Source: an optimization exercise on an open RTL-to-GDS flow (aim: small area and a short achievable clock period). Production flows keep margins and buffers that such runs may drop. RTL that was checked went through simulation tests only; none was proved equivalent to the original. Function not checked in run 3: the RTL went through the layout flow alone. No activity file was given, so power comes from the tool's default toggle rates.

==> flow/design.v <==
package inst_mem_pkg;
    localparam int unsigned IW_DEF = 9;
    localparam int unsigned AW_DEF = 8;
    typedef logic [IW_DEF-1:0] inst_t;
    typedef logic [AW_DEF-1:0] addr_t;
    localparam inst_t NOP_DEFAULT = '0;
    typedef enum logic [1:0] {
        IDLE = 2'd0,
        LOAD = 2'd1,
        RUN  = 2'd2
    } state_t;
endpackage
module inst_mem_word #(
    parameter int unsigned IW = 9
) (
    input  logic          clk,
    input  logic          we,
    input  logic          hold,
    input  logic [IW-1:0] wd,
    output logic [IW-1:0] q
);
    always_ff @(posedge clk)
        q <= ~((q | {IW{we}}) & (wd | {IW{hold}}));
endmodule
module inst_mem_wsel (
    input  logic wr,
    input  logic wc,
    input  logic wr_n,
    input  logic wc_n,
    output logic we,
    output logic hold
);
    assign hold = ~(wr & wc);
    assign we   = ~(wr_n | wc_n);
endmodule
module inst_mem_rsel (
    input  logic hi,
    input  logic lo,
    output logic sel_n
);
    assign sel_n = ~(hi & lo);
endmodule
module inst_mem_rpair #(
    parameter int unsigned IW = 9
) (
    input  logic          sel0_n,
    input  logic          sel1_n,
    input  logic [IW-1:0] q0,
    input  logic [IW-1:0] q1,
    output logic [IW-1:0] y
);
    assign y = ~((q0 | {IW{sel0_n}}) & (q1 | {IW{sel1_n}}));
endmodule
module inst_mem_nor2 #(
    parameter int unsigned IW = 9
) (
    input  logic [IW-1:0] a,
    input  logic [IW-1:0] b,
    output logic [IW-1:0] y
);
    assign y = ~(a | b);
endmodule
module inst_mem_nand4 #(
    parameter int unsigned IW = 9
) (
    input  logic [IW-1:0] a,
    input  logic [IW-1:0] b,
    input  logic [IW-1:0] c,
    input  logic [IW-1:0] d,
    output logic [IW-1:0] y
);
    assign y = ~(a & b & c & d);
endmodule
module inst_mem_nor4 #(
    parameter int unsigned IW = 9
) (
    input  logic [IW-1:0] a,
    input  logic [IW-1:0] b,
    input  logic [IW-1:0] c,
    input  logic [IW-1:0] d,
    output logic [IW-1:0] y
);
    assign y = ~(a | b | c | d);
endmodule
module inst_mem_or4 #(
    parameter int unsigned IW = 9
) (
    input  logic [IW-1:0] a,
    input  logic [IW-1:0] b,
    input  logic [IW-1:0] c,
    input  logic [IW-1:0] d,
    output logic [IW-1:0] y
);
    assign y = a | b | c | d;
endmodule
module inst_mem_array #(
    parameter int unsigned IW    = 9,
    parameter int unsigned AW    = 8,
    parameter int unsigned DEPTH = 2**AW
) (
    input  logic          clk,
    input  logic [15:0]   wr,       
    input  logic [15:0]   wc,       
    input  logic [IW-1:0] wd,
    input  logic [15:0]   rhi,      
    input  logic [15:0]   rlo,      
    output logic [IW-1:0] rq        
);
    logic [DEPTH-1:0]      we, hold, sel_n;
    logic [IW-1:0]         q  [DEPTH];
    logic [IW-1:0]         y1 [DEPTH/2];    
    logic [IW-1:0]         y2 [DEPTH/4];    
    logic [IW-1:0]         y3 [DEPTH/16];   
    logic [IW-1:0]         y4 [DEPTH/64];   
    for (genvar i = 0; i < DEPTH; i++) begin : g_word
        inst_mem_wsel u_wsel (
            .wr (wr[i/16]), .wc (wc[i%16]), .wr_n (~wr[i/16]), .wc_n (~wc[i%16]), .we (we[i]), .hold (hold[i])
        );
        inst_mem_word #(.IW(IW)) u_word (
            .clk (clk), .we (we[i]), .hold (hold[i]), .wd (wd), .q (q[i])
        );
        inst_mem_rsel u_rsel (
            .hi (rhi[i/16]), .lo (rlo[i%16]), .sel_n (sel_n[i])
        );
    end
    for (genvar i = 0; i < DEPTH/2; i++) begin : g_y1
        inst_mem_rpair #(.IW(IW)) u_pair (
            .sel0_n (sel_n[2*i]), .sel1_n (sel_n[2*i+1]),
            .q0 (q[2*i]), .q1 (q[2*i+1]), .y (y1[i])
        );
    end
    for (genvar i = 0; i < DEPTH/4; i++) begin : g_y2
        inst_mem_nor2 #(.IW(IW)) u_nor (.a (y1[2*i]), .b (y1[2*i+1]), .y (y2[i]));
    end
    for (genvar i = 0; i < DEPTH/16; i++) begin : g_y3
        inst_mem_nand4 #(.IW(IW)) u_nand (
            .a (y2[4*i]), .b (y2[4*i+1]), .c (y2[4*i+2]), .d (y2[4*i+3]), .y (y3[i])
        );
    end
    for (genvar i = 0; i < DEPTH/64; i++) begin : g_y4
        inst_mem_or4 #(.IW(IW)) u_or (
            .a (y3[4*i]), .b (y3[4*i+1]), .c (y3[4*i+2]), .d (y3[4*i+3]), .y (y4[i])
        );
    end
    inst_mem_nor4 #(.IW(IW)) u_out (
        .a (y4[0]), .b (y4[1]), .c (y4[2]), .d (y4[3]), .y (rq)
    );
endmodule
module inst_mem_loader #(
    parameter int unsigned   IW    = 9,
    parameter int unsigned   AW    = 8,
    parameter int unsigned   DEPTH = 2**AW,
    parameter logic [IW-1:0] NOP   = '0
) (
    input  logic          CLK,
    input  logic          Reset,
    input  logic          load_start,
    input  logic          prog_valid,
    input  logic [IW-1:0] prog_data,
    input  logic          prog_last,
    output logic          prog_ready,
    output logic          load_done,
    output logic [AW:0]   loaded_count,
    input  logic          fetch_en,
    input  logic [AW-1:0] Address,
    output logic [IW-1:0] Instruction,
    output logic          inst_valid,
    output logic          addr_fault
);
    logic [AW-1:0] wp;
    logic          ph;
    logic          we;
    logic          in_range;
    logic          fetch_ok;
    logic [IW-1:0] rq;
    logic [15:0]   wr, wc, rhi, rlo;
    assign we       = prog_ready & prog_valid & ~load_start;
    assign in_range = {1'b0, Address} < loaded_count;
    assign fetch_ok = fetch_en & load_done;
    inst_mem_array #(
        .IW    (IW),
        .AW    (AW),
        .DEPTH (DEPTH)
    ) u_array (
        .clk   (CLK),
        .wr    (wr),
        .wc    (wc),
        .wd    (prog_data ^ {IW{ph}}),
        .rhi   (rhi),
        .rlo   (rlo),
        .rq    (rq)
    );
    for (genvar k = 0; k < 16; k++) begin : g_dec
        assign wr[k]  = we && wp[7:4] == 4'(k);
        assign wc[k]  = wp[3:0] == 4'(k);
        assign rhi[k] = Address[7:4] == 4'(k);
        assign rlo[k] = Address[3:0] == 4'(k);
    end
    always_ff @(posedge CLK or posedge Reset) begin
        if (Reset)
            ph <= 1'b0;
        else
            ph <= ~ph;
    end
    always_ff @(posedge CLK) begin
        if (load_start)
            wp <= '0;
        else if (we)
            wp <= wp + 1'b1;
    end
    always_ff @(posedge CLK or posedge Reset) begin
        if (Reset) begin
            prog_ready   <= 1'b0;
            load_done    <= 1'b0;
            loaded_count <= '0;
        end else if (load_start) begin
            prog_ready   <= 1'b1;
            load_done    <= 1'b0;
            loaded_count <= '0;
        end else if (we && (prog_last || wp == AW'(DEPTH-1))) begin
            prog_ready   <= 1'b0;
            load_done    <= 1'b1;
            loaded_count <= {1'b0, wp} + 1'b1;
        end
    end
    always_ff @(posedge CLK or posedge Reset) begin
        if (Reset) begin
            inst_valid  <= 1'b0;
            addr_fault  <= 1'b0;
            Instruction <= NOP;
        end else begin
            inst_valid <= fetch_ok;
            addr_fault <= fetch_ok & ~in_range;
            if (fetch_en)
                Instruction <= (fetch_ok & in_range) ? (rq ^ {IW{ph}}) : NOP;
        end
    end
endmodule
==> flow/run.sh <==
#!/bin/bash
# synth_recipe.tcl (not shown) runs the flow's synth.tcl, then flattens the netlist and writes it again
# the make line also repeats each setting of config.mk as NAME=value (left out here)
make -C /OpenROAD-flow-scripts/flow DESIGN_CONFIG=/design/flow/config.mk WORK_HOME=/design/flow/orfs CLKGATE_MAP_FILE= SYNTH_SCRIPT=/design/flow/synth_recipe.tcl finish
==> flow/config.mk <==
export PLATFORM = sky130hd
export DESIGN_NAME = inst_mem_loader
export DESIGN_NICKNAME = inst_mem_loader
export VERILOG_FILES = /design/flow/design.v
export SDC_FILE = /design/flow/constraint.sdc
export NUM_CORES = 4
export LEC_CHECK = 0
export CAP_MARGIN = 20
export CORE_MARGIN = 2
export CORE_UTILIZATION = 60
export CTS_BUF_LIST = sky130_fd_sc_hd__clkbuf_16
export CTS_CLUSTER_DIAMETER = 60
export CTS_CLUSTER_SIZE = 24
export SETUP_SLACK_MARGIN = 2.4
export SLEW_MARGIN = 20
export SYNTH_HIERARCHICAL = 1
export SYNTH_MINIMUM_KEEP_SIZE = 0
export TNS_END_PERCENT = 5
==> flow/constraint.sdc <==
create_clock -name core_clock -period 5.0 [get_ports {CLK}]
set_input_delay 1.0000 -clock core_clock [delete_from_list [all_inputs] [get_ports {CLK}]]
set_output_delay 1.0000 -clock core_clock [all_outputs]
set_load 0.01 [all_outputs]
==> flow_metrics.env, run 1 <==
export IMPL_drcViolationCount=0
export IMPL_holdWs_ns=0.445
export IMPL_cp_start_kind="primary input"
export IMPL_yosysUniqueCellTypes=45
export IMPL_fin_crit_sh_pct=65.7
export IMPL_coreArea_sq_mm=0.137
export IMPL_die_h_microns=375
export IMPL_synth_top_cell_area_share_pct=56.0
export IMPL_path_clk_slew_ns=0.08
export IMPL_postCtsHoldBufs=0
export IMPL_yosysTopAreaCell="dfxtp_1"
export IMPL_die_area_sq_mm=0.141
export IMPL_wl_microns=315000
export IMPL_hold_class="register to register"
export IMPL_slew_viol_final=0
export IMPL_worstHoldStart="u_array.g_word[122].u_word.q[2]"
export IMPL_slew_headroom_pct=28.1
export IMPL_drtIter0Drc=11200
export IMPL_maxCapViolCount=0
export IMPL_syn_avg_cell_area_sq_um=9.88
export IMPL_worstSetupStartpoint="Address[0]"
export IMPL_synth_common_cells="3,465 x o22ai_1, 2,312 x dfxtp_1, 871 x nor2_1"
export IMPL_r2r_start="wp[0]"
export IMPL_postSynthCellCount=8364
export IMPL_tightestPinTransition_ns=1.08
export IMPL_place_hpwl_microns=194000
export IMPL_yosysWarnings=14
export IMPL_nets=8254
export IMPL_tns_ns=0
export IMPL_post_drt_wl_per_cell_microns=31.1
export IMPL_syn_nets=8398
export IMPL_cp_end_kind="register"
export IMPL_ys_flop_type="dfxtp_1"
export IMPL_grt_overflow_total=0
export IMPL_syn_cell_area_sq_mm=0.0826
export IMPL_cp_required_ns=5.62
export IMPL_antenna_found_initial=18
export IMPL_htreeDepth=4
export IMPL_critPathSlowestCell="or4_4"
export IMPL_clockRootBuffer="clkbuf_16"
export IMPL_fp_row_count=136
export IMPL_die_w_microns=375
export IMPL_cp_num_buf_inv=8
export IMPL_synth_edf_count=0
export IMPL_yosysMostFrequentCell="o22ai_1"
export IMPL_holdPathEnd="u_array.g_word[122].u_word.q[2]"
export IMPL_gp_congestion=1.00
export IMPL_vias=74300
export IMPL_path_delay_family="simple AND/OR/NAND/NOR gates"
export IMPL_numCtsBuffers=143
export IMPL_synthArstFlopShare_pct=0.985
export IMPL_status="complete, no violations"
export IMPL_synth_top_cells_by_area="dfxtp_1 56%, o22ai_1 26%, buf_6 5.2%"
export IMPL_grt_setup_unrepaired="yes"
export IMPL_fmax_mhz=304
export IMPL_setup_viol=0
export IMPL_grt_use_total_pct=42.8
export IMPL_drive_gt1_share_pct=16.0
export IMPL_hold_viol=0
export IMPL_worstPathCellList="buf_8 -> buf_6 -> nand2b_4 -> buf_6 -> buf_6 -> nor2_4 -> buf_6 -> nand2_2 -> buf_6 -> buf_12 -> o22ai_1 -> nor2_1 -> nand4_1 -> or4_4 -> buf_12 -> nor4_4 -> xnor2_1 -> o22ai_1"
export IMPL_numPortBuffers=44
export IMPL_peakVddDrop_mv=0.382
export IMPL_cpPeakStageDelay_ns=0.59
export IMPL_drt_pass1_iterations=8
export IMPL_timing_rr_end="u_array.g_word[243].u_word.q[5]"
export IMPL_critical_path_class="primary input to register"
export IMPL_ant_nets=0
export IMPL_clk_latency_ns=0.80
export IMPL_cts_tree="built"
export IMPL_ys_ff_latch=2335
export IMPL_cp_max_fo=5
export IMPL_rr_worst_depth=6
export IMPL_period_minus_slack_ns=3.29
export IMPL_cpMostUsedCell="buf_6"
export IMPL_grt_first_pass_wirelength_microns=452000
export IMPL_io_pins=45
export IMPL_powerDensity_mw_per_mm2=365
export IMPL_whs_path_depth=1
export IMPL_initial_utilization_pct=60.3
export IMPL_power_leakage_nw=34.6
export IMPL_worstPathArrival_ns=3.91
export IMPL_r2r_slack_ns=2.08
export IMPL_grt_max_degree=121
export IMPL_vias_per_cell=7.34
export IMPL_areaGrowthSynthToFinish_pct=11.4
export IMPL_cts_sinks=2335
export IMPL_seq_area_frac_synth_pct=56.7
export IMPL_clock_skew_ns=0.0312
export IMPL_grt_pass1_vias=66900
export IMPL_clockBufferDepth=3
## state kept, by name, indices dropped and copies added (netlist names)
register and count:
addr_fault 1, Instruction 9, u_array.g_word.u_word.q 2304, loaded_count 9
inst_valid 1, load_done 1, ph 1, wp 8
prog_ready 1
## timing repair
item | CTS | global route
cloned | 21 | 0
setup endpoints to repair | 2335 | 2315
pin swaps | 196 | 53
gates resized for setup | 851 | 125
setup buffers | 100 | 38
## through the flow
stage / instance area (sq um) / power [mW] / worst slack (ns) / cells / util, %
floorplan: 82800 / 19.9 / 0.329 / 8364 / -
global placement: 82200 / 20.7 / -0.233 / 9708 / 59.9
detailed placement: 82200 / 20.8 / -0.236 / 9709 / 59.9
CTS: 91200 / 33.5 / 1.93 / 10100 / 66.5
global route: 92000 / 34.3 / 1.74 / 10100 / 67.1
finish: 92000 / 33.6 / 1.71 / 10100 / 67.1
## layer usage
metal	up-vias	GRT usage (%)	wire, microns
li1	32100	-	-
met5	-	0	62
met2	5102	60.9	130000
met4	10	25.0	21500
met3	976	12.0	39500
met1	36200	58.2	124000
## worst register-to-register path, stage by stage, from the launching register on
cell	delay (ns)
dfxtp_1	0.48
ha_1	0.39
nor3b_4	0.51
inv_2	0.18
buf_4	0.42
nor2_1	0.64
o22ai_1	0.18
## Yosys stat by module (local to each module, per instance), excerpt
module	flops+latches	cell area (sq um)	cells inside
inst_mem_wsel	0	7.51	2
inst_mem_loader	31	2210	271
inst_mem_rsel	0	3.75	1
## area by class of cell
class / instances / area (sq um)
diodes: 9 / 22.5
clock buffers: 145 / 3630
clock inverters: 100 / 1090
fillers: 10900 / 45100
inverters: 56 / 289
multi-input cells: 5196 / 32500
flip-flops and latches: 2335 / 46900
well taps: 1794 / 2240
repair buffers: 488 / 5400
## power by group
group | total (mW) | internal, mW | switching [mW]
registers | 18.8 | 18.7 | 0.0907
logic | 1.86 | 0.591 | 1.27
clock network | 12.9 | 6.13 | 6.77
## worst max path at each step
stage,to,slack [ns],depth (start not counted)
global route,Instruction[7],1.74,17
CTS,Instruction[3],1.93,15
detailed placement,Instruction[4],-0.24,13
global placement,Instruction[4],-0.23,13
finish,Instruction[2],1.71,18
floorplan,u_array.g_word[207].u_word.q[0],0.33,2
## cell families after synthesis
| kind of cell | synth area share (%) |
|---|---|
| multiplexers | 0.0484 |
| AO/OA/AOI/OAI | 26.4 |
| buffers and inverters | 7.88 |
| flip-flops | 56.7 |
| XOR/XNOR | 0.297 |
| AND/OR/NAND/NOR | 8.48 |
| adder cells (fa/ha/maj) | 0.167 |
## cell usage in the layout, fill, tap and decap left out, types with 59 or more instances in the layout
| cell type | n |
|---|---|
| clkbuf_16 | 145 |
| buf_4 | 267 |
| nand2_4 | 60 |
| o22ai_1 | 3424 |
| nand2_1 | 357 |
| nor2_2 | 244 |
| buf_12 | 95 |
| nand2_2 | 78 |
| nand4_1 | 144 |
| nor2_1 | 569 |
| dfxtp_1 | 2310 |
| nor2_4 | 59 |
| buf_6 | 71 |
==> run 2: changes to the inputs <==
--- a/flow/config.mk
+++ b/flow/config.mk
@@ -8,9 +8,6 @@
 export CAP_MARGIN = 20
 export CORE_MARGIN = 2
 export CORE_UTILIZATION = 60
-export CTS_BUF_LIST = sky130_fd_sc_hd__clkbuf_16
-export CTS_CLUSTER_DIAMETER = 60
-export CTS_CLUSTER_SIZE = 24
 export SETUP_SLACK_MARGIN = 2.4
 export SLEW_MARGIN = 20
 export SYNTH_HIERARCHICAL = 1
==> flow_metrics.env, run 2 <==
export IMPL_die_h_microns=375
export IMPL_fin_crit_sh_pct=66.4
export IMPL_yosysUniqueCellTypes=45
export IMPL_numCtsBuffers=223
export IMPL_peakVddDrop_mv=0.306
export IMPL_setup_viol=0
export IMPL_synth_compound_area_share_pct=26.4
export IMPL_htreeDepth=4
export IMPL_grt_max_degree=121
export IMPL_fmax_mhz=301
export IMPL_ant_nets=0
export IMPL_synth_common_cells="3,465 x o22ai_1, 2,312 x dfxtp_1, 871 x nor2_1"
export IMPL_synth_top_cells_by_area="dfxtp_1 56%, o22ai_1 26%, buf_6 5.2%"
export IMPL_finalPower_mw=38.3
export IMPL_vias_per_cell=7.30
export IMPL_period_minus_slack_ns=3.32
export IMPL_synthSimpleGateAreaFrac_pct=8.48
export IMPL_ys_flop_type="dfxtp_1"
export IMPL_die_area_sq_mm=0.141
export IMPL_cp_end_kind="register"
export IMPL_power_internal_mw=29.5
export IMPL_p_seq_share_pct=49.2
export IMPL_antenna_found_initial=16
export IMPL_power_leakage_nw=36.6
export IMPL_fp_row_count=136
export IMPL_synthMuxAreaShare_pct=0.0484
export IMPL_critPathSlowestCell="or4_4"
export IMPL_io_pins=45
export IMPL_cp_start_kind="primary input"
export IMPL_powerDensity_mw_per_mm2=403
export IMPL_yosysWarnings=14
export IMPL_cts_sinks=2335
export IMPL_synthAdderAreaFrac_pct=0.167
export IMPL_clockBufferDepth=3
export IMPL_critical_path_class="primary input to register"
export IMPL_swShare_pct=22.9
export IMPL_grt_overflow_total=0
export IMPL_fin_cells=10400
export IMPL_place_area_sq_mm=0.0822
export IMPL_largest_registers="u_array.g_word.u_word.q: 2304 flops, Instruction: 9 flops, loaded_count: 9 flops"
export IMPL_largest_register="u_array.g_word.u_word.q"
export IMPL_tightestPinTransition_ns=1.18
export IMPL_postCtsHoldBufs=0
export IMPL_path_clk_slew_ns=0.06
export IMPL_drcViolationCount=0
export IMPL_vias=75600
export IMPL_numPortBuffers=44
export IMPL_layout_commonest_cell="o22ai_1"
export IMPL_cp_required_ns=5.68
export IMPL_largest_register_ffs=2304
export IMPL_hold_class="register to register"
export IMPL_synth_xor_area_share_pct=0.297
export IMPL_clockRootBuffer="clkbuf_16"
export IMPL_netSwitchingPower_mw=8.76
export IMPL_slew_viol_final=0
export IMPL_postSynthCellCount=8364
export IMPL_finish_utilization_pct=69.3
export IMPL_status="complete, no violations"
export IMPL_ys_ff_latch=2335
export IMPL_worstPathArrival_ns=4.00
export IMPL_syn_avg_cell_area_sq_um=9.88
export IMPL_postLayoutCellArea_sq_mm=0.0951
export IMPL_grt_use_total_pct=43.4
export IMPL_areaGrowthSynthToFinish_pct=15.0
export IMPL_cp_num_buf_inv=4
export IMPL_gp_congestion=1.00
export IMPL_p_clk_share_pct=46.0
export IMPL_worstPathCellList="buf_6 -> buf_12 -> buf_6 -> nand2b_4 -> buf_4 -> nor2_4 -> nand2_1 -> o22ai_1 -> nor2_1 -> nand4_1 -> or4_4 -> nor4_4 -> xnor2_1 -> o22ai_1"
export IMPL_drive_gt1_share_pct=17.5
export IMPL_syn_cell_area_sq_mm=0.0826
export IMPL_clock_skew_ns=0.0296
export IMPL_post_drt_wl_per_cell_microns=31.0
export IMPL_yosysMostFrequentCell="o22ai_1"
export IMPL_layout_common_cells="3,408 x o22ai_1, 2,310 x dfxtp_1, 631 x nor2_1"
export IMPL_dp_slack_ns=-0.236
export IMPL_holdWs_ns=0.442
export IMPL_seq_area_frac_synth_pct=56.7
export IMPL_place_hpwl_microns=194000
export IMPL_synthArstFlopShare_pct=0.985
export IMPL_path_delay_family="simple AND/OR/NAND/NOR gates"
export IMPL_grt_setup_unrepaired="yes"
export IMPL_slew_headroom_pct=21.3
export IMPL_cts_tree="built"
export IMPL_grt_first_pass_wirelength_microns=458000
export IMPL_cp_max_fo=16
export IMPL_cpPeakStageDelay_ns=0.63
export IMPL_synth_edf_count=0
export IMPL_drt_pass1_iterations=7
export IMPL_wl_microns=321000
export IMPL_tns_ns=0
export IMPL_clk_latency_ns=0.85
export IMPL_layout_setup_ws_ns=1.68
export IMPL_synth_top_cell_area_share_pct=56.0
export IMPL_place_inst=9709
export IMPL_maxCapViolCount=0
export IMPL_grt_pass1_vias=68300
export IMPL_hold_viol=0
export IMPL_coreArea_sq_mm=0.137
export IMPL_yosysTopAreaCell="dfxtp_1"
export IMPL_syn_nets=8398
export IMPL_nets=8385
export IMPL_drtIter0Drc=10700
export IMPL_die_w_microns=375
export IMPL_power_frac_comb_pct=4.9
export IMPL_initial_utilization_pct=60.3
export IMPL_synth_top_family_by_area="compound AO/OA/AOI/OAI gates"
==> run 2: worst reg2reg max path: cells and delay by family (launching register included) <==
family / cells / cell delay (ns)
AO/OA/AOI/OAI: 1 / 0.24
adder cells (fa/ha/maj): 1 / 0.41
buffers and inverters: 2 / 0.64
flip-flops: 1 / 0.49
AND/OR/NAND/NOR: 2 / 1.27
==> run 2: power by group through the flow <==
stage | clock network [mW] | registers, mW | logic [mW]
after floorplan | 0 | 19.2 | 0.659
after global placement | 0 | 19.2 | 1.51
after detailed placement | 0 | 19.2 | 1.52
after CTS | 17.6 | 18.8 | 1.73
after global routing | 18.4 | 18.8 | 1.85
final | 17.6 | 18.8 | 1.87
==> run 2: kinds of logic after synthesis <==
kind of cell / count (synthesis)
AOI/OAI and AO/OA: 3490
xor gates and xnor gates: 28
adders and majority gates: 11
buffers and inverters: 836
DFF: 2335
muxes: 4
and+or+nand+nor: 1660
==> run 2: worst paths after layout <==
check                           cells past startpoint                              end                       startpoint  slack (ns)
worst max-delay path                               14                   Instruction[4]                       Address[7]        1.68
worst min-delay path                                1  u_array.g_word[122].u_word.q[2]  u_array.g_word[122].u_word.q[2]        0.44
worst max register to register                      6   u_array.g_word[83].u_word.q[2]                            wp[0]        1.79
worst min register to register                      1  u_array.g_word[122].u_word.q[2]  u_array.g_word[122].u_word.q[2]        0.44
max in group asynchronous                           3                               ph                            Reset        4.01
min in group asynchronous                           3                   Instruction[1]                            Reset        0.61
==> run 2: timing repair <==
action / 4_1_cts / 5_1_grt
buffers inserted: 100 / 86
resized for setup: 756 / 153
pin swaps: 184 / 95
endpoints found under the setup margin: 2335 / 2257
hold endpoints to repair: 0 / 0
cloned: 21 / 4
==> run 2: modules after synthesis (local to each module, per instance), a selection <==
| module | cells inside | flip-flops and latches | times used | area, sq um |
|---|---|---|---|---|
| inst_mem_wsel | 2 | 0 | 256 | 7.51 |
| inst_mem_rsel | 1 | 0 | 256 | 3.75 |
| inst_mem_loader | 271 | 31 | 1 | 2210 |
==> run 2: routing by layer <==
metal | GRT usage (%) | share of wire, % | up-vias
met5 | 0 | 0.022 | -
met4 | 27.4 | 7.2 | 12
met3 | 14.4 | 13 | 1206
met2 | 60.9 | 41 | 5489
met1 | 57.3 | 39 | 36500
li1 | - | - | 32400
==> run 2: final cells by class <==
class | instances | area, sq um
inverters | 56 | 277
flip-flops and latches | 2335 | 46900
fillers | 10600 | 42100
clock buffers | 321 | 6530
clock inverters | 95 | 1140
well taps | 1794 | 2240
multi-input cells | 5199 | 32300
repair buffers | 536 | 5700
diodes | 20 | 50.0
==> run 3: changes to the inputs <==
--- a/flow/design.v
+++ b/flow/design.v
@@ -82,17 +82,6 @@
 );
     assign y = ~(a | b | c | d);
 endmodule
-module inst_mem_or4 #(
-    parameter int unsigned IW = 9
-) (
-    input  logic [IW-1:0] a,
-    input  logic [IW-1:0] b,
-    input  logic [IW-1:0] c,
-    input  logic [IW-1:0] d,
-    output logic [IW-1:0] y
-);
-    assign y = a | b | c | d;
-endmodule
 module inst_mem_array #(
     parameter int unsigned IW    = 9,
     parameter int unsigned AW    = 8,
@@ -104,7 +93,7 @@
     input  logic [IW-1:0] wd,
     input  logic [15:0]   rhi,      
     input  logic [15:0]   rlo,      
-    output logic [IW-1:0] rq        
+    output logic [IW-1:0] rq_n      
 );
     logic [DEPTH-1:0]      we, hold, sel_n;
     logic [IW-1:0]         q  [DEPTH];
@@ -138,12 +127,12 @@
         );
     end
     for (genvar i = 0; i < DEPTH/64; i++) begin : g_y4
-        inst_mem_or4 #(.IW(IW)) u_or (
+        inst_mem_nor4 #(.IW(IW)) u_nor (
             .a (y3[4*i]), .b (y3[4*i+1]), .c (y3[4*i+2]), .d (y3[4*i+3]), .y (y4[i])
         );
     end
-    inst_mem_nor4 #(.IW(IW)) u_out (
-        .a (y4[0]), .b (y4[1]), .c (y4[2]), .d (y4[3]), .y (rq)
+    inst_mem_nand4 #(.IW(IW)) u_out (
+        .a (y4[0]), .b (y4[1]), .c (y4[2]), .d (y4[3]), .y (rq_n)
     );
 endmodule
 module inst_mem_loader #(
@@ -172,7 +161,7 @@
     logic          we;
     logic          in_range;
     logic          fetch_ok;
-    logic [IW-1:0] rq;
+    logic [IW-1:0] rq_n;
     logic [15:0]   wr, wc, rhi, rlo;
     assign we       = prog_ready & prog_valid & ~load_start;
     assign in_range = {1'b0, Address} < loaded_count;
@@ -188,7 +177,7 @@
         .wd    (prog_data ^ {IW{ph}}),
         .rhi   (rhi),
         .rlo   (rlo),
-        .rq    (rq)
+        .rq_n  (rq_n)
     );
     for (genvar k = 0; k < 16; k++) begin : g_dec
         assign wr[k]  = we && wp[7:4] == 4'(k);
@@ -232,7 +221,7 @@
             inst_valid <= fetch_ok;
             addr_fault <= fetch_ok & ~in_range;
             if (fetch_en)
-                Instruction <= (fetch_ok & in_range) ? (rq ^ {IW{ph}}) : NOP;
+                Instruction <= (fetch_ok & in_range) ? (~rq_n ^ {IW{ph}}) : NOP;
         end
     end
 endmodule
==> flow_metrics.env, run 3 <==
export IMPL_status="complete, no violations"
export IMPL_rr_worst_depth=6
export IMPL_power_leakage_nw=35.1
export IMPL_grt_max_degree=152
export IMPL_hold_class="register to register"
export IMPL_seq_area_frac_synth_pct=56.6
export IMPL_grt_first_pass_wirelength_microns=460000
export IMPL_timing_rr_end="u_array.g_word[32].u_word.q[8]"
export IMPL_grt_use_total_pct=43.4
export IMPL_r2r_slack_ns=2.06
export IMPL_cp_max_fo=16
export IMPL_cts_sinks=2335
export IMPL_ff_latch_area_sq_mm=0.0469
export IMPL_drive_gt1_share_pct=15.7
export IMPL_setup_viol=0
export IMPL_clk_latency_ns=0.84
export IMPL_post_drt_wl_per_cell_microns=31.5
export IMPL_holdWs_ns=0.443
export IMPL_cpPeakStageDelay_ns=0.89
export IMPL_nets=8227
export IMPL_yosysUniqueCellTypes=46
export IMPL_die_area_sq_mm=0.141
export IMPL_areaGrowthSynthToFinish_pct=13.5
export IMPL_syn_nets=8393
export IMPL_largest_register_ffs=2304
export IMPL_clockBufferDepth=3
export IMPL_yosysTopAreaCell="dfxtp_1"
export IMPL_powerDensity_mw_per_mm2=407
export IMPL_cp_start_kind="primary input"
export IMPL_drtIter0Drc=11300
export IMPL_drcViolationCount=0
export IMPL_drt_pass1_iterations=6
export IMPL_grt_overflow_total=0
export IMPL_postCtsHoldBufs=0
export IMPL_cts_tree="built"
export IMPL_finalPower_mw=38.3
export IMPL_largest_registers="u_array.g_word.u_word.q: 2304 flops, Instruction: 9 flops, loaded_count: 9 flops"
export IMPL_yosysWarnings=14
export IMPL_nFillCells=10700
export IMPL_wl_microns=321000
export IMPL_gp_congestion=0.965
export IMPL_critPathSlowestCell="nor4_4"
export IMPL_io_pins=45
export IMPL_multi_input_area_sq_mm=0.0324
export IMPL_worstPathArrival_ns=4.01
export IMPL_syn_cell_area_sq_mm=0.0828
export IMPL_die_h_microns=375
export IMPL_htreeDepth=4
export IMPL_initial_utilization_pct=60.4
export IMPL_critical_path_class="primary input to register"
export IMPL_numPortBuffers=44
export IMPL_largest_register="u_array.g_word.u_word.q"
export IMPL_grt_setup_unrepaired="yes"
export IMPL_clock_skew_ns=0.0246
export IMPL_synth_top_cell_area_share_pct=55.9
export IMPL_whs_path_depth=1
export IMPL_die_w_microns=375
export IMPL_clockRootBuffer="clkbuf_16"
export IMPL_synth_edf_count=0
export IMPL_ys_ff_latch=2335
export IMPL_fp_row_count=136
export IMPL_syn_avg_cell_area_sq_um=9.90
export IMPL_hold_viol=0
export IMPL_numCtsBuffers=220
export IMPL_peakVddDrop_mv=0.367
export IMPL_cp_required_ns=5.75
export IMPL_place_hpwl_microns=191000
export IMPL_place_inst=9606
export IMPL_postSynthCellCount=8359
export IMPL_period_minus_slack_ns=3.26
export IMPL_path_clk_slew_ns=0.07
export IMPL_antenna_found_initial=15
export IMPL_layout_commonest_cell="o22ai_1"
export IMPL_vias=74600
export IMPL_tightestPinTransition_ns=1.31
export IMPL_slew_headroom_pct=12.4
export IMPL_coreArea_sq_mm=0.137
export IMPL_worstPathCellList="buf_8 -> nand2b_4 -> buf_8 -> nor2_4 -> buf_12 -> nand2_8 -> o22ai_1 -> nor2_1 -> nand4_1 -> nor4_4 -> nand4_1 -> xor2_1 -> o22ai_1"
export IMPL_fmax_mhz=307
export IMPL_holdPathEnd="u_array.g_word[129].u_word.q[8]"
export IMPL_slew_viol_final=0
export IMPL_yosysMostFrequentCell="o22ai_1"
export IMPL_synth_top_cells_by_area="dfxtp_1 56%, o22ai_1 26%, buf_6 5.2%"
export IMPL_synth_common_cells="3,465 x o22ai_1, 2,312 x dfxtp_1, 876 x nor2_1"
export IMPL_fin_crit_sh_pct=65.2
export IMPL_fin_cells=10200
export IMPL_r2r_start="wp[3]"
export IMPL_ys_flop_type="dfxtp_1"
export IMPL_cp_end_kind="register"
export IMPL_ant_nets=0
export IMPL_grt_pass1_vias=68800
export IMPL_worstHoldStart="u_array.g_word[129].u_word.q[8]"
export IMPL_maxCapViolCount=0
export IMPL_vias_per_cell=7.33
export IMPL_layout_common_cells="3,423 x o22ai_1, 2,309 x dfxtp_1, 581 x nor2_1"
export IMPL_synthArstFlopShare_pct=0.985
-- run 3: cell count changes after synthesis, sizes merged, moves of 4 or more --
cell,before,now
nand4,144,154
nor2,872,876
nor4,13,38
o21ai,7,1
or4,36,2
xnor2,16,10
xor2,12,20
-- run 3: kinds of logic after synthesis --
logic type               after synthesis  synth area share (%)
AO/OA/AOI/OAI                       3478                  26.3
flip-flops                          2335                  56.6
AND/OR/NAND/NOR                     1662                  8.63
buffers and inverters                835                  7.87
XOR/XNOR                              30                 0.317
adder cells (fa/ha/maj)               11                 0.166
multiplexers                           8                0.0982
-- run 3: area by class of cell --
class	instances	share of cell area [%]
inverters	56	0.317
repair buffers	385	4.83
well taps	1794	2.39
flip-flops and latches	2335	49.9
multi-input cells	5195	34.4
diodes	11	0.0293
clock inverters	75	1.20
clock buffers	326	6.91
-- run 3: repair_timing --
action                                  4_1_cts  5_1_grt
resized for setup                           630      221
cloned                                        7        4
pin swaps                                   109       84
setup buffers                               105       41
endpoints found under the setup margin     2335     2335
hold endpoints to repair                      0        0
-- run 3: through the flow --
stage	setup TNS (ns)	area, sq um	setup slack (ns)	utilization [%]
2_1_floorplan	0	83000	0.329	-
5_1_grt	0	94000	1.79	68.5
4_1_cts	0	92500	1.98	67.5
6_report	0	94000	1.74	68.5
3_5_place_dp	-0.0760	81400	-0.0726	59.4
3_3_place_gp	-1.23	81300	-0.302	59.3
-- run 3: how the worst max path moves through the flow --
stage | start | to | slack (ns)
after floorplan | prog_data[0] | u_array.g_word[207].u_word.q[0] | 0.33
after global placement | Address[2] | Instruction[1] | -0.30
after detailed placement | Address[3] | Instruction[8] | -0.07
after CTS | prog_valid | u_array.g_word[131].u_word.q[4] | 1.98
after global routing | Address[3] | Instruction[3] | 1.79
final | Address[0] | Instruction[1] | 1.74
-- run 3: per-module statistics from Yosys, one instance, submodules excluded, a selection --
| module | copies in the design | cells inside | flip-flops and latches |
|---|---|---|---|
| inst_mem_loader | 1 | 266 | 31 |
| inst_mem_rsel | 256 | 1 | 0 |
| inst_mem_wsel | 256 | 2 | 0 |
-- run 3: power breakdown --
| part | switching [mW] | internal (mW) |
|---|---|---|
| registers | 0.0846 | 18.7 |
| clock network | 7.25 | 10.4 |
| logic | 1.28 | 0.517 |
-- run 3: critical path: cells and delay by family --
family	cells	cell delay (ns)
and+or+nand+nor	7	2.05
buffers and inverters	3	0.47
AOI/OAI and AO/OA	2	0.24
xor gates and xnor gates	1	0.20
-- run 3: per-layer routing --
| metal | track usage [%] | part of all wire, % | vias to the layer above |
|---|---|---|---|
| li1 | - | - | 32100 |
| met1 | 59.1 | 39 | 36300 |
| met2 | 60.5 | 41 | 5195 |
| met3 | 14.7 | 14 | 1117 |
| met4 | 23.5 | 6.3 | 14 |
| met5 | 0 | 0.034 | - |
==> run 4: changes to the inputs <==
--- a/flow/design.v
+++ b/flow/design.v
@@ -82,6 +82,17 @@
 );
     assign y = ~(a | b | c | d);
 endmodule
+module inst_mem_or4 #(
+    parameter int unsigned IW = 9
+) (
+    input  logic [IW-1:0] a,
+    input  logic [IW-1:0] b,
+    input  logic [IW-1:0] c,
+    input  logic [IW-1:0] d,
+    output logic [IW-1:0] y
+);
+    assign y = a | b | c | d;
+endmodule
 module inst_mem_array #(
     parameter int unsigned IW    = 9,
     parameter int unsigned AW    = 8,
@@ -93,7 +104,7 @@
     input  logic [IW-1:0] wd,
     input  logic [15:0]   rhi,      
     input  logic [15:0]   rlo,      
-    output logic [IW-1:0] rq_n      
+    output logic [IW-1:0] rq        
 );
     logic [DEPTH-1:0]      we, hold, sel_n;
     logic [IW-1:0]         q  [DEPTH];
@@ -127,12 +138,12 @@
         );
     end
     for (genvar i = 0; i < DEPTH/64; i++) begin : g_y4
-        inst_mem_nor4 #(.IW(IW)) u_nor (
+        inst_mem_or4 #(.IW(IW)) u_or (
             .a (y3[4*i]), .b (y3[4*i+1]), .c (y3[4*i+2]), .d (y3[4*i+3]), .y (y4[i])
         );
     end
-    inst_mem_nand4 #(.IW(IW)) u_out (
-        .a (y4[0]), .b (y4[1]), .c (y4[2]), .d (y4[3]), .y (rq_n)
+    inst_mem_nor4 #(.IW(IW)) u_out (
+        .a (y4[0]), .b (y4[1]), .c (y4[2]), .d (y4[3]), .y (rq)
     );
 endmodule
 module inst_mem_loader #(
@@ -161,8 +172,10 @@
     logic          we;
     logic          in_range;
     logic          fetch_ok;
-    logic [IW-1:0] rq_n;
+    logic [IW-1:0] rq;
     logic [15:0]   wr, wc, rhi, rlo;
+    logic [IW-1:0] wd;
+    logic          byp;
     assign we       = prog_ready & prog_valid & ~load_start;
     assign in_range = {1'b0, Address} < loaded_count;
     assign fetch_ok = fetch_en & load_done;
@@ -174,17 +187,23 @@
         .clk   (CLK),
         .wr    (wr),
         .wc    (wc),
-        .wd    (prog_data ^ {IW{ph}}),
+        .wd    (wd),
         .rhi   (rhi),
         .rlo   (rlo),
-        .rq_n  (rq_n)
+        .rq    (rq)
     );
+    always_ff @(posedge CLK) begin
+        for (int k = 0; k < 16; k++) begin
+            wr[k] <= we && wp[7:4] == 4'(k);
+            wc[k] <= wp[3:0] == 4'(k);
+        end
+        wd <= prog_data ^ {IW{~ph}};
+    end
     for (genvar k = 0; k < 16; k++) begin : g_dec
-        assign wr[k]  = we && wp[7:4] == 4'(k);
-        assign wc[k]  = wp[3:0] == 4'(k);
         assign rhi[k] = Address[7:4] == 4'(k);
         assign rlo[k] = Address[3:0] == 4'(k);
     end
+    assign byp = |(rhi & wr) && |(rlo & wc);
     always_ff @(posedge CLK or posedge Reset) begin
         if (Reset)
             ph <= 1'b0;
@@ -212,16 +231,33 @@
             loaded_count <= {1'b0, wp} + 1'b1;
         end
     end
+    logic [IW-1:0] raw;
+    logic [IW-1:0] held;
+    logic          live;
+    logic          hit;
+    always_ff @(posedge CLK)
+        raw <= (byp ? wd : rq) ^ {IW{ph}};
     always_ff @(posedge CLK or posedge Reset) begin
         if (Reset) begin
-            inst_valid  <= 1'b0;
-            addr_fault  <= 1'b0;
-            Instruction <= NOP;
+            inst_valid <= 1'b0;
+            addr_fault <= 1'b0;
+            live       <= 1'b0;
+            hit        <= 1'b0;
+            held       <= NOP;
         end else begin
             inst_valid <= fetch_ok;
             addr_fault <= fetch_ok & ~in_range;
-            if (fetch_en)
-                Instruction <= (fetch_ok & in_range) ? (~rq_n ^ {IW{ph}}) : NOP;
+            live       <= fetch_en;
+            hit        <= fetch_ok & in_range;
+            held       <= Instruction;
         end
     end
-endmodule
+    always_comb begin
+        if (!live)
+            Instruction = held;
+        else if (hit)
+            Instruction = raw;
+        else
+            Instruction = NOP;
+    end
+endmodule
--- a/flow/config.mk
+++ b/flow/config.mk
@@ -8,8 +8,11 @@
 export CAP_MARGIN = 20
 export CORE_MARGIN = 2
 export CORE_UTILIZATION = 60
+export CTS_BUF_LIST = sky130_fd_sc_hd__clkbuf_16
+export CTS_CLUSTER_DIAMETER = 60
+export CTS_CLUSTER_SIZE = 24
 export SETUP_SLACK_MARGIN = 2.4
 export SLEW_MARGIN = 20
 export SYNTH_HIERARCHICAL = 1
 export SYNTH_MINIMUM_KEEP_SIZE = 0
-export TNS_END_PERCENT = 5
+export TNS_END_PERCENT = 100
==> flow_metrics.env, run 4 <==
export IMPL_grt_use_total_pct=43.6
export IMPL_cpPeakStageDelay_ns=0.82
export IMPL_synthArstFlopShare_pct=1.05
export IMPL_wl_microns=327000
export IMPL_path_clk_slew_ns=0.09
export IMPL_vias=76000
export IMPL_place_hpwl_microns=199000
export IMPL_hold_viol=0
export IMPL_r2r_slack_ns=1.99
export IMPL_place_area_sq_mm=0.0827
export IMPL_cp_start_kind="primary input"
export IMPL_peakVddDrop_mv=0.329
export IMPL_grt_overflow_total=0
export IMPL_fmax_mhz=291
export IMPL_period_minus_slack_ns=3.43
export IMPL_cp_depth=16
export IMPL_synth_top_cell_area_share_pct=56.2
export IMPL_vias_per_cell=7.35
export IMPL_maxCapViolCount=0
export IMPL_slew_viol_final=0
export IMPL_crit_end="raw[0]"
export IMPL_grt_first_pass_wirelength_microns=464000
export IMPL_drt_pass1_iterations=9
export IMPL_cts_sinks=2387
export IMPL_hold_class="register to register"
export IMPL_clockRootBuffer="clkbuf_16"
export IMPL_cp_required_ns=5.68
export IMPL_status="complete, no violations"
export IMPL_yosysWarnings=14
export IMPL_power_leakage_nw=33.5
export IMPL_critPathSlowestCell="or4_4"
export IMPL_grt_setup_unrepaired="yes"
export IMPL_drtIter0Drc=10900
export IMPL_cp_max_fo=7
export IMPL_fin_crit_sh_pct=68.7
export IMPL_syn_cell_area_sq_mm=0.0841
export IMPL_cp_end_kind="register"
export IMPL_postLayoutCellArea_sq_mm=0.0926
export IMPL_gp_congestion=1.03
export IMPL_grt_max_degree=127
export IMPL_areaGrowthSynthToFinish_pct=10.1
export IMPL_clock_skew_ns=0.0321
export IMPL_grt_pass1_vias=68800
export IMPL_tightestPinTransition_ns=1.27
export IMPL_timing_rr_end="raw[1]"
export IMPL_critical_path_class="primary input to register"
export IMPL_antenna_found_initial=11
export IMPL_worstPathArrival_ns=4.11
export IMPL_syn_nets=8516
export IMPL_clk_latency_ns=0.81
export IMPL_synth_common_cells="3,456 x o22ai_1, 2,362 x dfxtp_1, 876 x nor2_1"
export IMPL_yosysMostFrequentCell="o22ai_1"
export IMPL_layout_commonest_cell="o22ai_1"
export IMPL_yosysTopAreaCell="dfxtp_1"
export IMPL_synth_edf_count=0
export IMPL_cts_tree="built"
export IMPL_layout_common_cells="3,419 x o22ai_1, 2,332 x dfxtp_1, 774 x nor2_1"
export IMPL_worstPathCellList="buf_6 -> buf_8 -> nand2b_4 -> nor3_4 -> buf_12 -> buf_12 -> nand2_2 -> buf_8 -> buf_4 -> o22ai_2 -> nor2_1 -> nand4_1 -> or4_4 -> nor4_4 -> mux2i_1 -> xnor2_1"
export IMPL_fp_row_count=137
export IMPL_postSynthCellCount=8482
export IMPL_numPortBuffers=44
export IMPL_tns_ns=0
export IMPL_largest_register="u_array.g_word.u_word.q"
export IMPL_cp_num_buf_inv=6
export IMPL_synth_top_cells_by_area="dfxtp_1 56%, o22ai_1 26%, buf_6 5.2%"
export IMPL_numCtsBuffers=145
export IMPL_slew_headroom_pct=15.2
export IMPL_initial_utilization_pct=60.3
export IMPL_seq_area_frac_synth_pct=57.0
export IMPL_worstSetupStartpoint="Address[3]"
export IMPL_setup_viol=0
export IMPL_die_w_microns=378
export IMPL_r2r_start="wc[6]"
export IMPL_nets=8372
export IMPL_htreeDepth=4
export IMPL_clockBufferDepth=3
export IMPL_coreArea_sq_mm=0.139
export IMPL_io_pins=45
export IMPL_die_area_sq_mm=0.143
export IMPL_drcViolationCount=0
export IMPL_finish_utilization_pct=66.4
export IMPL_die_h_microns=378
export IMPL_drive_gt1_share_pct=13.8
export IMPL_holdWs_ns=0.446
export IMPL_post_drt_wl_per_cell_microns=31.6
export IMPL_largest_registers="u_array.g_word.u_word.q: 2304 flops, wc: 16 flops, wr: 16 flops"
export IMPL_ys_flop_type="dfxtp_1"
export IMPL_rr_worst_depth=8
export IMPL_yosysUniqueCellTypes=49
export IMPL_largest_register_ffs=2304
export IMPL_syn_avg_cell_area_sq_um=9.91
export IMPL_ant_nets=0
export IMPL_path_delay_family="simple AND/OR/NAND/NOR gates"
export IMPL_powerDensity_mw_per_mm2=369
export IMPL_ys_ff_latch=2387
==> run 4: cell count changes in the layout (fill, tap and decap cells not counted), sizes merged, moves of 13 or more <==
cell           previous run  this run
clkbuf                  333       159
buf                     342       463
inv                      43       101
dfxtp                  2312      2362
or4                       2        37
nor4                     38        10
o21ai                     1        27
clkdlybuf4s50            34        14
bufinv                   28         9
xor2                     20         5
nand3b                    0        13
==> run 4: kinds of logic (layout without fill, tap and decap cells) <==
logic type                 Yosys count  count (layout)  synth area share [%]
AOI/OAI and AO/OA                 3507            3507                  26.1
xor gates and xnor gates            27              27                 0.281
adders and majority gates           11              11                 0.164
buffers and inverters              851             813                  7.82
DFF                               2387            2387                  57.0
muxes                               16              16                 0.220
other                                0              15                     0
and+or+nand+nor                   1683            1691                  8.45
==> run 4: worst reg2reg max path: stages, from the launching register on <==
cell and delay, ns:
dfxtp_2 0.71, buf_4 0.54, mux2i_1 0.20, o221ai_1 0.30, a222oi_1 0.25, a22oi_1 0.19
buf_4 0.29, mux2i_1 0.28, xnor2_1 0.11
==> run 4: how the worst min path moves through the flow <==
stage	start	depth (start not counted)	slack [ns]	end
floorplan	u_array.g_word[160].u_word.q[7]	1	0.42	u_array.g_word[160].u_word.q[7]
global placement	u_array.g_word[213].u_word.q[1]	1	0.43	u_array.g_word[213].u_word.q[1]
detailed placement	u_array.g_word[101].u_word.q[5]	1	0.44	u_array.g_word[101].u_word.q[5]
CTS	u_array.g_word[72].u_word.q[3]	1	0.45	u_array.g_word[72].u_word.q[3]
global route	u_array.g_word[245].u_word.q[1]	1	0.45	u_array.g_word[245].u_word.q[1]
finish	u_array.g_word[203].u_word.q[8]	1	0.45	u_array.g_word[203].u_word.q[8]
==> run 4: through the flow <==
step | worst slack, ns | power [mW] | cells
final | 1.57 | 34.2 | 10300
after detailed placement | 0.0802 | 20.8 | 9807
after global placement | -0.0862 | 20.8 | 9805
after global routing | 1.64 | 34.8 | 10300
after floorplan | 1.90 | 20.2 | 8482
after CTS | 1.91 | 34.0 | 10200
==> run 4: report_power, final <==
group          leakage [nW]  switching, mW  internal [mW]
registers              20.2          0.281           19.2
logic                  10.8          0.880          0.391
clock network          2.44           7.04           6.43
==> run 4: per-module statistics from Yosys, one instance, submodules excluded, excerpt <==
module	times used	cells
inst_mem_rsel	256	1
inst_mem_wsel	256	2
inst_mem_loader	1	389
==> run 4: layout make-up <==
| type | instances | area, sq um |
|---|---|---|
| timing repair buffer | 492 | 5230 |
| tap | 1876 | 2350 |
| inverter | 60 | 225 |
| multi-input combinational | 5252 | 31700 |
| clock inverter | 103 | 1070 |
| fill | 11200 | 46800 |
| antenna | 15 | 37.5 |
| clock buffer | 158 | 3950 |
| sequential | 2387 | 48000 |
==> run 4: layer usage <==
layer  part of all wire (%)  GRT usage (%)  vias up
met5                  0.028              0        -
met4                    7.2           27.9       14
met3                     13           13.2     1191
met2                     41           61.4     5310
met1                     39           58.0    37100
li1                       -              -    32500
==> run 4: repair_timing <==
item,4_1_cts,5_1_grt
setup endpoints to repair,175,277
hold buffers,0,0
resized for setup,510,197
gates cloned,22,3
buffers inserted,142,93
pin swaps,163,117
==> run 5: changes to the inputs <==
--- a/flow/design.v
+++ b/flow/design.v
@@ -71,28 +71,6 @@
 );
     assign y = ~(a & b & c & d);
 endmodule
-module inst_mem_nor4 #(
-    parameter int unsigned IW = 9
-) (
-    input  logic [IW-1:0] a,
-    input  logic [IW-1:0] b,
-    input  logic [IW-1:0] c,
-    input  logic [IW-1:0] d,
-    output logic [IW-1:0] y
-);
-    assign y = ~(a | b | c | d);
-endmodule
-module inst_mem_or4 #(
-    parameter int unsigned IW = 9
-) (
-    input  logic [IW-1:0] a,
-    input  logic [IW-1:0] b,
-    input  logic [IW-1:0] c,
-    input  logic [IW-1:0] d,
-    output logic [IW-1:0] y
-);
-    assign y = a | b | c | d;
-endmodule
 module inst_mem_array #(
     parameter int unsigned IW    = 9,
     parameter int unsigned AW    = 8,
@@ -111,7 +89,8 @@
     logic [IW-1:0]         y1 [DEPTH/2];    
     logic [IW-1:0]         y2 [DEPTH/4];    
     logic [IW-1:0]         y3 [DEPTH/16];   
-    logic [IW-1:0]         y4 [DEPTH/64];   
+    logic [IW-1:0]         y4 [DEPTH/32];   
+    logic [IW-1:0]         y5 [DEPTH/128];  
     for (genvar i = 0; i < DEPTH; i++) begin : g_word
         inst_mem_wsel u_wsel (
             .wr (wr[i/16]), .wc (wc[i%16]), .wr_n (~wr[i/16]), .wc_n (~wc[i%16]), .we (we[i]), .hold (hold[i])
@@ -137,14 +116,15 @@
             .a (y2[4*i]), .b (y2[4*i+1]), .c (y2[4*i+2]), .d (y2[4*i+3]), .y (y3[i])
         );
     end
-    for (genvar i = 0; i < DEPTH/64; i++) begin : g_y4
-        inst_mem_or4 #(.IW(IW)) u_or (
-            .a (y3[4*i]), .b (y3[4*i+1]), .c (y3[4*i+2]), .d (y3[4*i+3]), .y (y4[i])
-        );
-    end
-    inst_mem_nor4 #(.IW(IW)) u_out (
-        .a (y4[0]), .b (y4[1]), .c (y4[2]), .d (y4[3]), .y (rq)
-    );
+    for (genvar i = 0; i < DEPTH/32; i++) begin : g_y4
+        inst_mem_nor2 #(.IW(IW)) u_nor (.a (y3[2*i]), .b (y3[2*i+1]), .y (y4[i]));
+    end
+    for (genvar i = 0; i < DEPTH/128; i++) begin : g_y5
+        inst_mem_nand4 #(.IW(IW)) u_nand (
+            .a (y4[4*i]), .b (y4[4*i+1]), .c (y4[4*i+2]), .d (y4[4*i+3]), .y (y5[i])
+        );
+    end
+    inst_mem_nor2 #(.IW(IW)) u_out (.a (y5[0]), .b (y5[1]), .y (rq));
 endmodule
 module inst_mem_loader #(
     parameter int unsigned   IW    = 9,
==> flow_metrics.env, run 5 <==
export IMPL_clockRootBuffer="clkbuf_16"
export IMPL_layout_common_cells="3,427 x o22ai_1, 2,335 x dfxtp_1, 842 x nor2_1"
export IMPL_synth_top_cells_by_area="dfxtp_1 56%, o22ai_1 26%, buf_6 5.2%"
export IMPL_fp_row_count=137
export IMPL_post_drt_wl_per_cell_microns=30.9
export IMPL_drtIter0Drc=11000
export IMPL_vias_per_cell=7.33
export IMPL_peakVddDrop_mv=0.347
export IMPL_hold_class="register to register"
export IMPL_nets=8253
export IMPL_coreArea_sq_mm=0.139
export IMPL_setup_viol=0
export IMPL_cp_num_buf_inv=4
export IMPL_syn_nets=8570
export IMPL_numCtsBuffers=145
export IMPL_grt_setup_unrepaired="yes"
export IMPL_die_h_microns=378
export IMPL_clock_skew_ns=0.0253
export IMPL_netSwitchingPower_mw=8.04
export IMPL_gp_congestion=1.03
export IMPL_seq_area_frac_synth_pct=57.0
export IMPL_powerDensity_mw_per_mm2=374
export IMPL_numPortBuffers=44
export IMPL_synth_edf_count=0
export IMPL_holdWs_ns=0.446
export IMPL_slew_headroom_pct=12.6
export IMPL_path_delay_family="simple AND/OR/NAND/NOR gates"
export IMPL_swShare_pct=23.6
export IMPL_largest_register="u_array.g_word.u_word.q"
export IMPL_synthArstFlopShare_pct=1.05
export IMPL_synth_top_cell_area_share_pct=56.2
export IMPL_period_minus_slack_ns=3.07
export IMPL_nFillCells=11300
export IMPL_yosysTopAreaCell="dfxtp_1"
export IMPL_cts_sinks=2387
export IMPL_fin_cells=10200
export IMPL_hold_viol=0
export IMPL_power_internal_mw=26.1
export IMPL_initial_utilization_pct=60.4
export IMPL_tightestPinTransition_ns=1.31
export IMPL_place_hpwl_microns=197000
export IMPL_maxCapViolCount=0
export IMPL_wl_microns=316000
export IMPL_critical_path_class="primary input to register"
export IMPL_worstPathArrival_ns=3.75
export IMPL_layout_commonest_cell="o22ai_1"
export IMPL_ys_ff_latch=2387
export IMPL_multi_input_area_sq_mm=0.0319
export IMPL_yosysWarnings=15
export IMPL_antenna_found_initial=13
export IMPL_drt_pass1_iterations=9
export IMPL_slew_viol_final=0
export IMPL_largest_register_ffs=2304
export IMPL_io_pins=45
export IMPL_clockBufferDepth=3
export IMPL_place_inst=9804
export IMPL_grt_overflow_total=0
export IMPL_syn_avg_cell_area_sq_um=9.85
export IMPL_power_leakage_nw=32.6
export IMPL_ant_nets=0
export IMPL_cpPeakStageDelay_ns=0.37
export IMPL_grt_max_degree=117
export IMPL_critPathSlowestCell="nand4_1"
export IMPL_largest_registers="u_array.g_word.u_word.q: 2304 flops, wc: 16 flops, wr: 16 flops"
export IMPL_drcViolationCount=0
export IMPL_drive_gt1_share_pct=11.6
export IMPL_cp_end_kind="register"
export IMPL_worstPathCellList="buf_6 -> or2b_4 -> buf_6 -> nor2_4 -> buf_12 -> buf_12 -> nand2_8 -> o22ai_1 -> nor2_1 -> nand4_1 -> nor2_4 -> nand4_1 -> nor2_1 -> mux2i_1 -> xnor2_1"
export IMPL_fin_crit_sh_pct=61.3
export IMPL_grt_pass1_vias=67500
export IMPL_htreeDepth=4
export IMPL_grt_first_pass_wirelength_microns=453000
export IMPL_vias=74900
export IMPL_finalPower_mw=34.1
export IMPL_status="complete, no violations"
export IMPL_grt_use_total_pct=42.3
export IMPL_cp_start_kind="primary input"
export IMPL_tns_ns=0
export IMPL_path_clk_slew_ns=0.08
export IMPL_ys_flop_type="dfxtp_1"
export IMPL_yosysMostFrequentCell="o22ai_1"
export IMPL_die_w_microns=378
export IMPL_power_frac_comb_pct=3.5
export IMPL_clk_latency_ns=0.81
export IMPL_p_seq_share_pct=56.7
export IMPL_areaGrowthSynthToFinish_pct=8.44
export IMPL_synth_common_cells="3,456 x o22ai_1, 2,362 x dfxtp_1, 957 x nor2_1"
export IMPL_p_clk_share_pct=39.8
export IMPL_fmax_mhz=326
export IMPL_syn_cell_area_sq_mm=0.0841
export IMPL_postSynthCellCount=8536
export IMPL_cp_max_fo=6
export IMPL_ff_latch_area_sq_mm=0.0480
export IMPL_cts_tree="built"
export IMPL_cp_required_ns=5.68
export IMPL_yosysUniqueCellTypes=48
export IMPL_die_area_sq_mm=0.143
[run 5: cell types whose count changed in the layout (fill, tap and decap cells not counted), moves of 7 or more]
cell     previous run  this run
buf_6              87        29
o22ai_1          3419      3427
buf_4             263       173
nor2_2             77        64
nor2_1            774       842
nor2_4             28        51
nand2_8            17        38
nand4_1           146       164
nand2_1           359       343
buf_12             81        69
buf_8              15         8
or4_4              36         0
[run 5: worst paths after layout]
check                                               start                               to  slack (ns)  depth (start not counted)
max                                            Address[0]                           raw[6]        1.93                         15
min in group asynchronous                           Reset                          held[4]        0.57                          3
min reg2reg                u_array.g_word[39].u_word.q[7]   u_array.g_word[39].u_word.q[7]        0.45                          1
max in group asynchronous                           Reset                       prog_ready        4.11                          3
max reg2reg                                         wc[3]  u_array.g_word[147].u_word.q[7]        2.27                          4
min                        u_array.g_word[39].u_word.q[7]   u_array.g_word[39].u_word.q[7]        0.45                          1
[run 5: routing by layer]
metal / track usage [%] / part of all wire [%] / up-vias
met4: 26.5 / 7.1 / 18
met1: 57.8 / 40 / 36400
li1: - / - / 32200
met2: 59.1 / 41 / 5129
met5: 0 / 0.037 / -
met3: 11.4 / 12 / 1098
[run 5: what timing repair did]
action                     in CTS  in global routing
setup endpoints to repair      75                148
gates cloned                   11                  0
hold buffers                    0                  0
setup buffers                 106                 27
resized for setup             601                100
pin swaps                     145                 69
[run 5: power by group through the flow]
stage          Clock (mW)  Sequential (mW)  Combinational (mW)
6_report             13.6             19.4                1.19
2_1_floorplan           0             19.9               0.319
3_3_place_gp            0             19.8               0.973
3_5_place_dp            0             19.8               0.985
4_1_cts              13.6             19.3                1.12
5_1_grt              14.4             19.4                1.19
[run 5: per-module statistics from Yosys (local to each module, per instance), a selection]
module	cells	copies in the design	flops+latches
inst_mem_loader	389	1	83
inst_mem_wsel	2	256	0
inst_mem_rsel	1	256	0
[run 5: cell type report]
class / instances / share of cell area [%]
Antenna cell: 9 / 0.0247
Clock buffer: 157 / 4.31
Clock inverter: 102 / 1.27
Inverter: 60 / 0.255
Multi-Input combinational cell: 5304 / 35.0
Sequential cell: 2387 / 52.6
Tap cell: 1876 / 2.57
Timing Repair Buffer: 321 / 3.96
[run 5: kinds of logic (layout without fill, tap and decap cells)]
kind of cell	after synthesis	after routing	share of synthesized area, %
AOI/OAI and AO/OA	3507	3507	26.1
DFF	2387	2387	57.0
and+or+nand+nor	1737	1743	8.49
buffers and inverters	851	640	7.81
xor gates and xnor gates	27	27	0.281
muxes	16	16	0.220
adders and majority gates	11	11	0.164
other	0	9	0
[run 5: metrics by stage]
step                area (sq um)  utilization, %  setup WS, ns
floorplan                  84500               -          2.13
global placement           82200            59.0        -0.316
detailed placement         82300            59.1        -0.268
CTS                        90600            65.0          2.16
global route               91200            65.4          2.04
finish                     91200            65.4          1.93

## port drivers added, routing unchanged
The results above use ideal ports. As a check the final layouts listed here were re-extracted and re-timed, cells and wires unchanged.
Step 1 assumes that a clkbuf_16 drives the clock port and a buf_2 every other input.
Step 2 moves the port delays by t, midway between the first and last clock arrival at a register: inputs arrive t later, outputs are due t later. That takes back most of the time a late clock gives input paths.
a / b / c = no drivers / after step 1 / after step 2; a / b = the first two.
run	t, ns	setup slack, ns	clock arrival spread, ns	slew at the worst register clock pin (ns)
run 1	0.861	1.713 / 1.750 / 0.889	0.035 / 0.035	0.10 / 0.10
run 2	0.927	1.681 / 1.733 / 0.806	0.030 / 0.030	0.07 / 0.07
run 3	0.919	1.741 / 1.731 / 0.812	0.032 / 0.032	0.07 / 0.07
run 4	0.879	1.565 / 1.590 / 0.710	0.037 / 0.037	0.10 / 0.10
run 5	0.887	1.935 / 1.903 / 1.016	0.036 / 0.036	0.10 / 0.10
After both steps setup and hold are still met in every run listed. For run 3, which loses most, drivers alone change the setup slack by -0.010 ns; drivers and shift together by -0.929 ns.
